Background: an optimization exercise with open tools, aiming at small area. Do not read the settings as production practice. Function was checked by simulation only, so behaviour that the tests miss may differ from the original. No activity file was given, so power comes from the tool's default toggle rates.

Setup of job 4565:
Design mat_calc_top, start of the top module:
module mat_calc_top (
    input  logic       clk,
    input  logic       sys_rst_n,
    input  logic       wr_en,
    input  logic       wr_slot,
    input  logic [2:0] wr_row,
    input  logic [2:0] wr_col,
    input  logic [7:0] wr_data,
    input  logic       start,
    input  logic [1:0] op,
    input  logic       slot_a,
    input  logic       slot_b,
    input  logic [2:0] rows,
    input  logic [2:0] cols,
    input  logic [3:0] scalar,
    output logic       busy,
    output logic       done,
    output logic       uart_tx,
    output logic       tx_busy
);
export LEC_CHECK = 0
export ABC_AREA = 1
export CAP_MARGIN = 5
export CORE_MARGIN = 2
export CORE_UTILIZATION = 70
export PLACE_DENSITY = 0.75
export SLEW_MARGIN = 5
create_clock -name core_clock -period 10.0 [get_ports {clk}]
standard.sh (not shown) runs the stock make flow with config.mk's settings and CLKGATE_MAP_FILE= SYNTH_SCRIPT=/design/flow/synth_recipe.tcl, a recipe that flattens the netlist after the stock synthesis.
==> flow/flow/run.sh <==
#!/bin/bash
# Standard layout (the standard.sh), with two changes to ORFS's defaults:
# clock tree synthesis without dummy loads and with small clock buffers, and
# the smallest buffer for the port buffers.
set -euo pipefail
export CTS_ARGS="-sink_clustering_enable -repair_clock_nets -dont_use_dummy_load -buf_list {sky130_fd_sc_hd__clkbuf_4} -sink_clustering_size 10 -sink_clustering_max_diameter 40"
export BUFFER_PORTS_ARGS="-buffer_cell sky130_fd_sc_hd__buf_1"
bash standard.sh synth > synth.log 2>&1
bash standard.sh finish > layout.log 2>&1
In summary, job 4565 completed successfully, with a layout that passed the timing, DRC and antenna checks.
### job 4565 -> job 3936
==> flow/flow/run.sh <==
#!/bin/bash
# Standard layout (the standard.sh), with two changes to ORFS's defaults:
# clock tree synthesis without dummy loads and with small clock buffers, and
# the smallest buffer for the port buffers.
set -euo pipefail
export CTS_ARGS="-sink_clustering_enable -repair_clock_nets -dont_use_dummy_load -buf_list {sky130_fd_sc_hd__clkbuf_4} -sink_clustering_size 10 -sink_clustering_max_diameter 45"
export BUFFER_PORTS_ARGS="-buffer_cell sky130_fd_sc_hd__buf_1"
bash standard.sh synth > synth.log 2>&1
bash standard.sh finish > layout.log 2>&1
==> run notes <==
The setup slack of job 3936 is larger than that of job 4565.
Job 3936 and job 4565 ended up with roughly the same via count.
Between job 3936 and job 4565, the combinational share of power does not differ in any meaningful way.
For global-route wire length before repair, job 3936 and job 4565 come out practically identical.
Modified inputs, job 7121 compared to job 3936
==> flow/flow/run.sh <==
#!/bin/bash
# Standard layout (the standard.sh), with two changes to ORFS's defaults:
# clock tree synthesis without dummy loads and with small clock buffers, and
# the smallest buffer for the port buffers.
set -euo pipefail
export CTS_ARGS="-sink_clustering_enable -repair_clock_nets -dont_use_dummy_load -buf_list {sky130_fd_sc_hd__clkbuf_4} -sink_clustering_size 11 -sink_clustering_max_diameter 40"
export BUFFER_PORTS_ARGS="-buffer_cell sky130_fd_sc_hd__buf_1"
bash standard.sh synth > synth.log 2>&1
bash standard.sh finish > layout.log 2>&1
## What came out
Wire length reported by the detailed router: job 3936 vs job 7121 — no meaningful difference. The count of placed standard cells in the final layout, fillers left out of job 3936 and that of job 7121 are within noise of each other. On job 7121: first-iteration DRC count is 119 lower than what job 3936 gave. Status: switching portion of total power parity (job 7121, job 3936).

---

== JK ==
The RTL this note starts from:
==> flow/design.v <==
package mat_pkg;
    localparam int MAX_DIM   = 5;    
    localparam int DIM_W     = 3;
    localparam int ELEM_W    = 8;
    localparam int SCALAR_W  = 4;    
    localparam int NUM_SLOTS = 2;
    typedef logic [0:0] slot_t;
    typedef enum logic [1:0] {
        OP_ADD       = 2'd0,
        OP_TRANSPOSE = 2'd1,
        OP_SCALAR    = 2'd2
    } op_e;
endpackage
package uart_pkg;
    localparam int CLKS_PER_BIT = 8;
    localparam int RES_DEPTH  = 32;    
    localparam int BYTE_DEPTH = 64;
    localparam logic [7:0] ASCII_ZERO  = 8'h30;
    localparam logic [7:0] ASCII_SPACE = 8'h20;
    localparam logic [7:0] ASCII_CR    = 8'h0D;
    localparam logic [7:0] ASCII_LF    = 8'h0A;
endpackage
module mat_calc_top (
    input  logic       clk,
    input  logic       sys_rst_n,
    input  logic       wr_en,
    input  logic       wr_slot,
    input  logic [2:0] wr_row,
    input  logic [2:0] wr_col,
    input  logic [7:0] wr_data,
    input  logic       start,
    input  logic [1:0] op,
    input  logic       slot_a,
    input  logic       slot_b,
    input  logic [2:0] rows,
    input  logic [2:0] cols,
    input  logic [3:0] scalar,
    output logic       busy,
    output logic       done,
    output logic       uart_tx,
    output logic       tx_busy
);
    logic [7:0] mem [2][5][5];
    always_ff @(posedge clk) begin
        if (wr_en) mem[wr_slot][wr_row][wr_col] <= wr_data;
    end
    localparam logic [2:0] S_IDLE = 3'd0, S_RD_A = 3'd1, S_RD_B = 3'd2,
                           S_WAIT = 3'd3, S_EMIT = 3'd4;
    logic [2:0] state;
    logic       is_add, is_trans;
    logic       sa_q, se_q;           
    logic [2:0] orows, ocols;         
    logic [3:0] mul_q;                
    logic [2:0] out_row, out_col;
    logic [7:0] opnd;
    logic       row_end, last_elem;
    logic       rd_slot;
    logic [2:0] rd_row, rd_col;
    logic [7:0] rd_data;
    logic [7:0] result;
    logic       emit;
    logic       win;                  
    assign row_end   = (out_col == ocols - 3'd1);
    assign last_elem = row_end && (out_row == orows - 3'd1);
    assign busy      = (state != S_IDLE);
    assign emit      = (state == S_EMIT);
    assign done      = emit && last_elem;
    assign win       = (state == S_WAIT) || emit || (state == (is_add ? S_RD_B : S_RD_A));
    assign rd_slot = (state == S_RD_A) ? sa_q : se_q;
    assign rd_row  = is_trans ? out_col : out_row;
    assign rd_col  = is_trans ? out_row : out_col;
    logic [9:0] rsel;
    logic [4:0] csel;
    always_comb begin
        for (int k = 0; k < 10; k++) rsel[k] = (rd_slot == 1'(k / 5)) && (rd_row == 3'(k % 5));
        for (int i = 0; i < 5; i++)  csel[i] = (rd_col == 3'(i));
        rd_data = '0;
        for (int k = 0; k < 10; k++)
            for (int i = 0; i < 5; i++)
                rd_data |= mem[k / 5][k % 5][i] & {8{rsel[k] & csel[i]}};
    end
    assign result  = (rd_data & {8{mul_q[0]}})
                   + (((rd_data << 1) & {8{mul_q[1]}}) | (opnd & {8{is_add}}))
                   + ((rd_data << 2) & {8{mul_q[2]}})
                   + ((rd_data << 3) & {8{mul_q[3]}});
    always_ff @(posedge clk or negedge sys_rst_n) begin
        if (!sys_rst_n) begin
            state   <= S_IDLE;
            out_row <= '0;
            out_col <= '0;
        end else begin
            case (state)
                S_IDLE: if (start) begin
                    out_row <= '0;
                    out_col <= '0;
                    state   <= S_RD_A;
                end
                S_RD_A: state <= is_add ? S_RD_B : S_WAIT;
                S_RD_B: state <= S_WAIT;
                S_WAIT: state <= S_EMIT;
                S_EMIT: begin
                    if (row_end) begin
                        out_col <= '0;
                        out_row <= out_row + 3'd1;
                    end else begin
                        out_col <= out_col + 3'd1;
                    end
                    state <= last_elem ? S_IDLE : S_RD_A;
                end
                default: state <= S_IDLE;
            endcase
        end
    end
    always_ff @(posedge clk) begin
        if (state == S_IDLE && start) begin
            is_add   <= (op == 2'd0);
            is_trans <= (op == 2'd1);
            sa_q     <= slot_a;
            se_q     <= (op == 2'd0) ? slot_b : slot_a;
            orows    <= (op == 2'd1) ? cols : rows;
            ocols    <= (op == 2'd1) ? rows : cols;
            mul_q    <= (op == 2'd2) ? scalar : 4'd1;
        end
        if (state == S_RD_A) opnd <= rd_data;
    end
    localparam logic [2:0] P_NEW = 3'd0, P_T = 3'd1, P_O = 3'd2,
                           P_SP = 3'd3, P_CR = 3'd4, P_LF = 3'd5;
    logic [8:0] ring [32];
    logic [4:0] tp, hp;               
    logic       ring_empty;
    logic [7:0] cur_val;
    logic       cur_re;
    logic       cur_valid;
    logic       fin_re;               
    logic [2:0] step;                 
    logic       avail;
    logic       pop;
    logic       byte_end;             
    logic       free;                 
    logic       ring_wr;
    logic       force30;              
    logic       load;
    logic       wdone;                
    logic       dcond;
    logic       tp_w;                 
    assign ring_empty = (tp == hp + 5'd1);
    assign avail      = (step >= P_SP) || cur_valid;
    assign free       = byte_end && ((step == P_NEW && cur_val < 8'd10) || step == P_O);
    assign dcond      = (!cur_valid || free) && ring_empty;
    assign force30    = (state == S_WAIT) && dcond && !wdone;
    assign tp_w       = (tp % 5'd3 == 5'd0) && (tp != 5'd31);
    assign ring_wr    = win && !wdone && !dcond && tp_w;
    assign load       = !cur_valid && !ring_empty && (hp == 5'd0);
    always_ff @(posedge clk) begin
        for (int p = 0; p < 32; p++) begin
            if (p % 3 == 0 && ((ring_wr && tp == 5'(p)) || (p == 30 && force30)))
                ring[p] <= {row_end, result};
            else
                ring[p] <= ring[(p + 31) % 32];
        end
        if (load) begin
            cur_val <= ring[0][7:0];
            cur_re  <= ring[0][8];
        end
        if (free) fin_re <= cur_re;
    end
    always_ff @(posedge clk or negedge sys_rst_n) begin
        if (!sys_rst_n) begin
            tp        <= 5'd1;
            hp        <= 5'd0;
            cur_valid <= 1'b0;
            wdone     <= 1'b0;
        end else begin
            if (emit)                   wdone <= 1'b0;
            else if (ring_wr || force30) wdone <= 1'b1;
            if (force30) begin
                tp <= 5'd30;
                hp <= 5'd30;
            end else begin
                tp <= tp + (ring_wr ? 5'd0 : 5'd1);
                hp <= hp + (load ? 5'd0 : 5'd1);
            end
            if (load)      cur_valid <= 1'b1;
            else if (free) cur_valid <= 1'b0;
        end
    end
    logic [1:0] dig_h;
    logic [6:0] rem100;
    logic [3:0] dig_t, dig_o;
    always_comb begin
        dig_h  = (cur_val >= 8'd200) ? 2'd2 : (cur_val >= 8'd100) ? 2'd1 : 2'd0;
        rem100 = 7'(cur_val - 8'(dig_h) * 8'd100);
        dig_t  = 4'(rem100 / 7'd10);
        dig_o  = 4'(rem100 % 7'd10);
    end
    logic [6:0] tc;
    logic       tx_idle;
    logic [3:0] b_lo;                 
    logic       b_sp;                 
    logic [7:0] b_byte;
    assign tx_idle  = (tc == 7'd72);
    assign byte_end = (tc == 7'd71);
    assign pop      = tx_idle && avail;
    assign tx_busy  = pop || !tx_idle;
    always_comb begin
        b_sp = 1'b0;
        case (step)
            P_NEW:   b_lo = (cur_val >= 8'd100) ? {2'b00, dig_h} :
                            (cur_val >= 8'd10)  ? dig_t : dig_o;
            P_T:     b_lo = dig_t;
            P_O:     b_lo = dig_o;
            P_SP:    begin b_lo = 4'h0; b_sp = 1'b1; end
            P_CR:    b_lo = 4'hD;
            default: b_lo = 4'hA;
        endcase
    end
    assign b_byte  = {2'b00, b_sp || (b_lo < 4'd10), !b_sp && (b_lo < 4'd10), b_lo};
    assign uart_tx = tc[6] ? !tc[5] : b_byte[tc[5:3]];
    always_ff @(posedge clk or negedge sys_rst_n) begin
        if (!sys_rst_n) begin
            tc   <= 7'd72;
            step <= P_NEW;
        end else begin
            if (pop)           tc <= 7'd120;
            else if (!tx_idle) tc <= tc + 7'd1;
            if (byte_end) begin
                case (step)
                    P_NEW:   step <= (cur_val >= 8'd100) ? P_T :
                                     (cur_val >= 8'd10)  ? P_O : P_SP;
                    P_T:     step <= P_O;
                    P_O:     step <= P_SP;
                    P_SP:    step <= fin_re ? P_CR : P_NEW;
                    P_CR:    step <= P_LF;
                    default: step <= P_NEW;
                endcase
            end
        end
    end
endmodule
export LEC_CHECK = 0
export ABC_AREA = 1
export CAP_MARGIN = 5
export CORE_MARGIN = 2
export CORE_UTILIZATION = 70
export CTS_BUF_LIST = sky130_fd_sc_hd__clkbuf_4 sky130_fd_sc_hd__clkbuf_8
export CTS_CLUSTER_DIAMETER = 50
export CTS_CLUSTER_SIZE = 16
export PLACE_DENSITY = 0.75
export SLEW_MARGIN = 5
create_clock -name core_clock -period 10.0 [get_ports {clk}]
==> flow/flow/run.sh <==
#!/bin/bash
# Standard layout (the standard.sh), with two changes to ORFS's defaults:
# clock tree synthesis without dummy loads and with small clock buffers, and
# the smallest buffer for the port buffers.
set -euo pipefail
export CTS_ARGS="-sink_clustering_enable -repair_clock_nets -dont_use_dummy_load -buf_list {sky130_fd_sc_hd__clkbuf_4} -sink_clustering_size 10 -sink_clustering_max_diameter 40"
export BUFFER_PORTS_ARGS="-buffer_cell sky130_fd_sc_hd__buf_1"
bash standard.sh synth > synth.log 2>&1
bash standard.sh finish > layout.log 2>&1
The following lists how MS was set up differently from JK:
# JK
export LEC_CHECK = 0
export ABC_AREA = 1
export CAP_MARGIN = 5
export CORE_MARGIN = 2
export CORE_UTILIZATION = 70
export CTS_BUF_LIST = sky130_fd_sc_hd__clkbuf_4 sky130_fd_sc_hd__clkbuf_8
export CTS_CLUSTER_DIAMETER = 50
export CTS_CLUSTER_SIZE = 16
export PLACE_DENSITY = 0.75
export SLEW_MARGIN = 5
create_clock -name core_clock -period 10.0 [get_ports {clk}]
# MS
export LEC_CHECK = 0
export ABC_AREA = 1
export CAP_MARGIN = 5
export CORE_MARGIN = 2
export CORE_UTILIZATION = 80
export PLACE_DENSITY = 0.85
export SLEW_MARGIN = 5
create_clock -name core_clock -period 10.0 [get_ports {clk}]
==> flow/flow/run.sh <==
#!/bin/bash
# Standard layout (the standard.sh), with two changes to ORFS's defaults:
# clock tree synthesis without dummy loads and with small clock buffers, and
# the smallest buffer for the port buffers.
set -euo pipefail
export CTS_ARGS="-sink_clustering_enable -repair_clock_nets -dont_use_dummy_load -buf_list {sky130_fd_sc_hd__clkbuf_4} -sink_clustering_size 9 -sink_clustering_max_diameter 35"
export BUFFER_PORTS_ARGS="-buffer_cell sky130_fd_sc_hd__buf_1"
bash standard.sh synth > synth.log 2>&1
bash standard.sh finish > layout.log 2>&1
--- outcome ---
Compared to JK, MS has first-pass iteration count of the detailed router 2 lower. Relative to JK, total power has increased by 4.9% in MS. Relative to JK, the transition time at the pin with the least slew margin of MS is higher by 0.11 ns. Against JK, MS reports a combined global-route utilization of all metal layers that is higher.
## Diff of input files: AL against MS
# MS
export LEC_CHECK = 0
export ABC_AREA = 1
export CAP_MARGIN = 5
export CORE_MARGIN = 2
export CORE_UTILIZATION = 80
export PLACE_DENSITY = 0.85
export SLEW_MARGIN = 5
create_clock -name core_clock -period 10.0 [get_ports {clk}]
# AL
export LEC_CHECK = 0
export ABC_AREA = 1
export CAP_MARGIN = 5
export CORE_MARGIN = 2
export CORE_UTILIZATION = 70
export CTS_BUF_LIST = sky130_fd_sc_hd__clkbuf_4 sky130_fd_sc_hd__clkbuf_8
export CTS_CLUSTER_DIAMETER = 50
export CTS_CLUSTER_SIZE = 16
export PLACE_DENSITY = 0.75
export SLEW_MARGIN = 5
create_clock -name core_clock -period 10.0 [get_ports {clk}]
==> flow/run.sh (new file) <==
#!/bin/bash
# synth_recipe.tcl (not shown) runs the flow's synth.tcl, then flattens the netlist and writes it again
# the make line also repeats each setting of config.mk as NAME=value (left out here)
make -C /OpenROAD-flow-scripts/flow DESIGN_CONFIG=/design/flow/config.mk WORK_HOME=/design/flow/orfs CLKGATE_MAP_FILE= SYNTH_SCRIPT=/design/flow/synth_recipe.tcl finish
removed: flow/flow/run.sh
removed: flow/standard.sh
--- outcome ---
- Going from MS to AL, vertical die dimension went up, maximum level of the CTS H-tree went down.
- Looking at via count, AL sits 1134 below MS.
- AL ends up with a overall global routing resource usage that is 9.1 points lower than in MS.
- Compared with MS, in AL sequential share of layout area moved down; starting density of the core moved down.
## Diff of input files: TR against AL
==> flow/flow/run.sh (new file) <==
#!/bin/bash
# Standard layout (the standard.sh), with two changes to ORFS's defaults:
# clock tree synthesis without dummy loads and with small clock buffers, and
# the smallest buffer for the port buffers.
set -euo pipefail
export CTS_ARGS="-sink_clustering_enable -repair_clock_nets -dont_use_dummy_load -buf_list {sky130_fd_sc_hd__clkbuf_4 sky130_fd_sc_hd__clkbuf_8} -sink_clustering_size 16 -sink_clustering_max_diameter 50"
export BUFFER_PORTS_ARGS="-buffer_cell sky130_fd_sc_hd__buf_1"
bash standard.sh synth > synth.log 2>&1
bash standard.sh finish > layout.log 2>&1
==> flow/standard.sh (new file) <==
#!/bin/bash
# synth_recipe.tcl (not shown) runs the flow's synth.tcl, then flattens the netlist and writes it again
# the make line also repeats each setting of config.mk as NAME=value (left out here)
make -C /OpenROAD-flow-scripts/flow DESIGN_CONFIG=/design/flow/config.mk WORK_HOME=/design/flow/orfs CLKGATE_MAP_FILE= SYNTH_SCRIPT=/design/flow/synth_recipe.tcl "${@:-finish}"
removed: flow/run.sh
[summary]
- TR: number of buffers created by CTS is 1 lower than what AL reported.
- From AL to TR the numbers moved as follows: met3 demand-to-capacity share in global routing has decreased; number of failing hold endpoints at the final stage has remained practically unchanged.

## re-timing with driven ports
How much do the figures lean on ideal ports? The routed layouts below were timed once more, with nothing changed but the port constraints.
Step 1, drivers: a clkbuf_16 drives clk and a buf_2 each remaining input, both assumed.
Step 2 moves the port delays by t, midway between the first and last clock arrival at a register: inputs arrive t later, outputs are due t later. That takes back most of the time a late clock gives input paths.
Three values: ideal ports, drivers, drivers and shift; two values: the first two.
run | t (ns) | slack for setup (ns) | worst setup path after step 2 | clock arrival spread, ns | worst register clock-pin slew, ns
job 4565 | 0.885 | 2.122 / 2.067 / 2.952 | register to output | 0.123 / 0.123 | 0.11 / 0.11
job 3936 | 0.880 | 2.183 / 2.130 / 2.985 | register to register | 0.104 / 0.104 | 0.12 / 0.12
job 7121 | 0.858 | 2.155 / 2.099 / 2.957 | register to output | 0.113 / 0.114 | 0.12 / 0.12
JK | 0.839 | 2.329 / 2.276 / 2.768 | register to register | 0.093 / 0.093 | 0.11 / 0.11
MS | 0.878 | 2.062 / 2.062 / 2.062 | register to register | 0.126 / 0.126 | 0.12 / 0.12
AL | 0.754 | 2.118 / 2.063 / 2.817 | register to output | 0.024 / 0.024 | 0.10 / 0.10
TR | 0.724 | 2.440 / 2.385 / 2.810 | register to register | 0.070 / 0.071 | 0.11 / 0.11
After both steps every run listed still meets setup and hold.
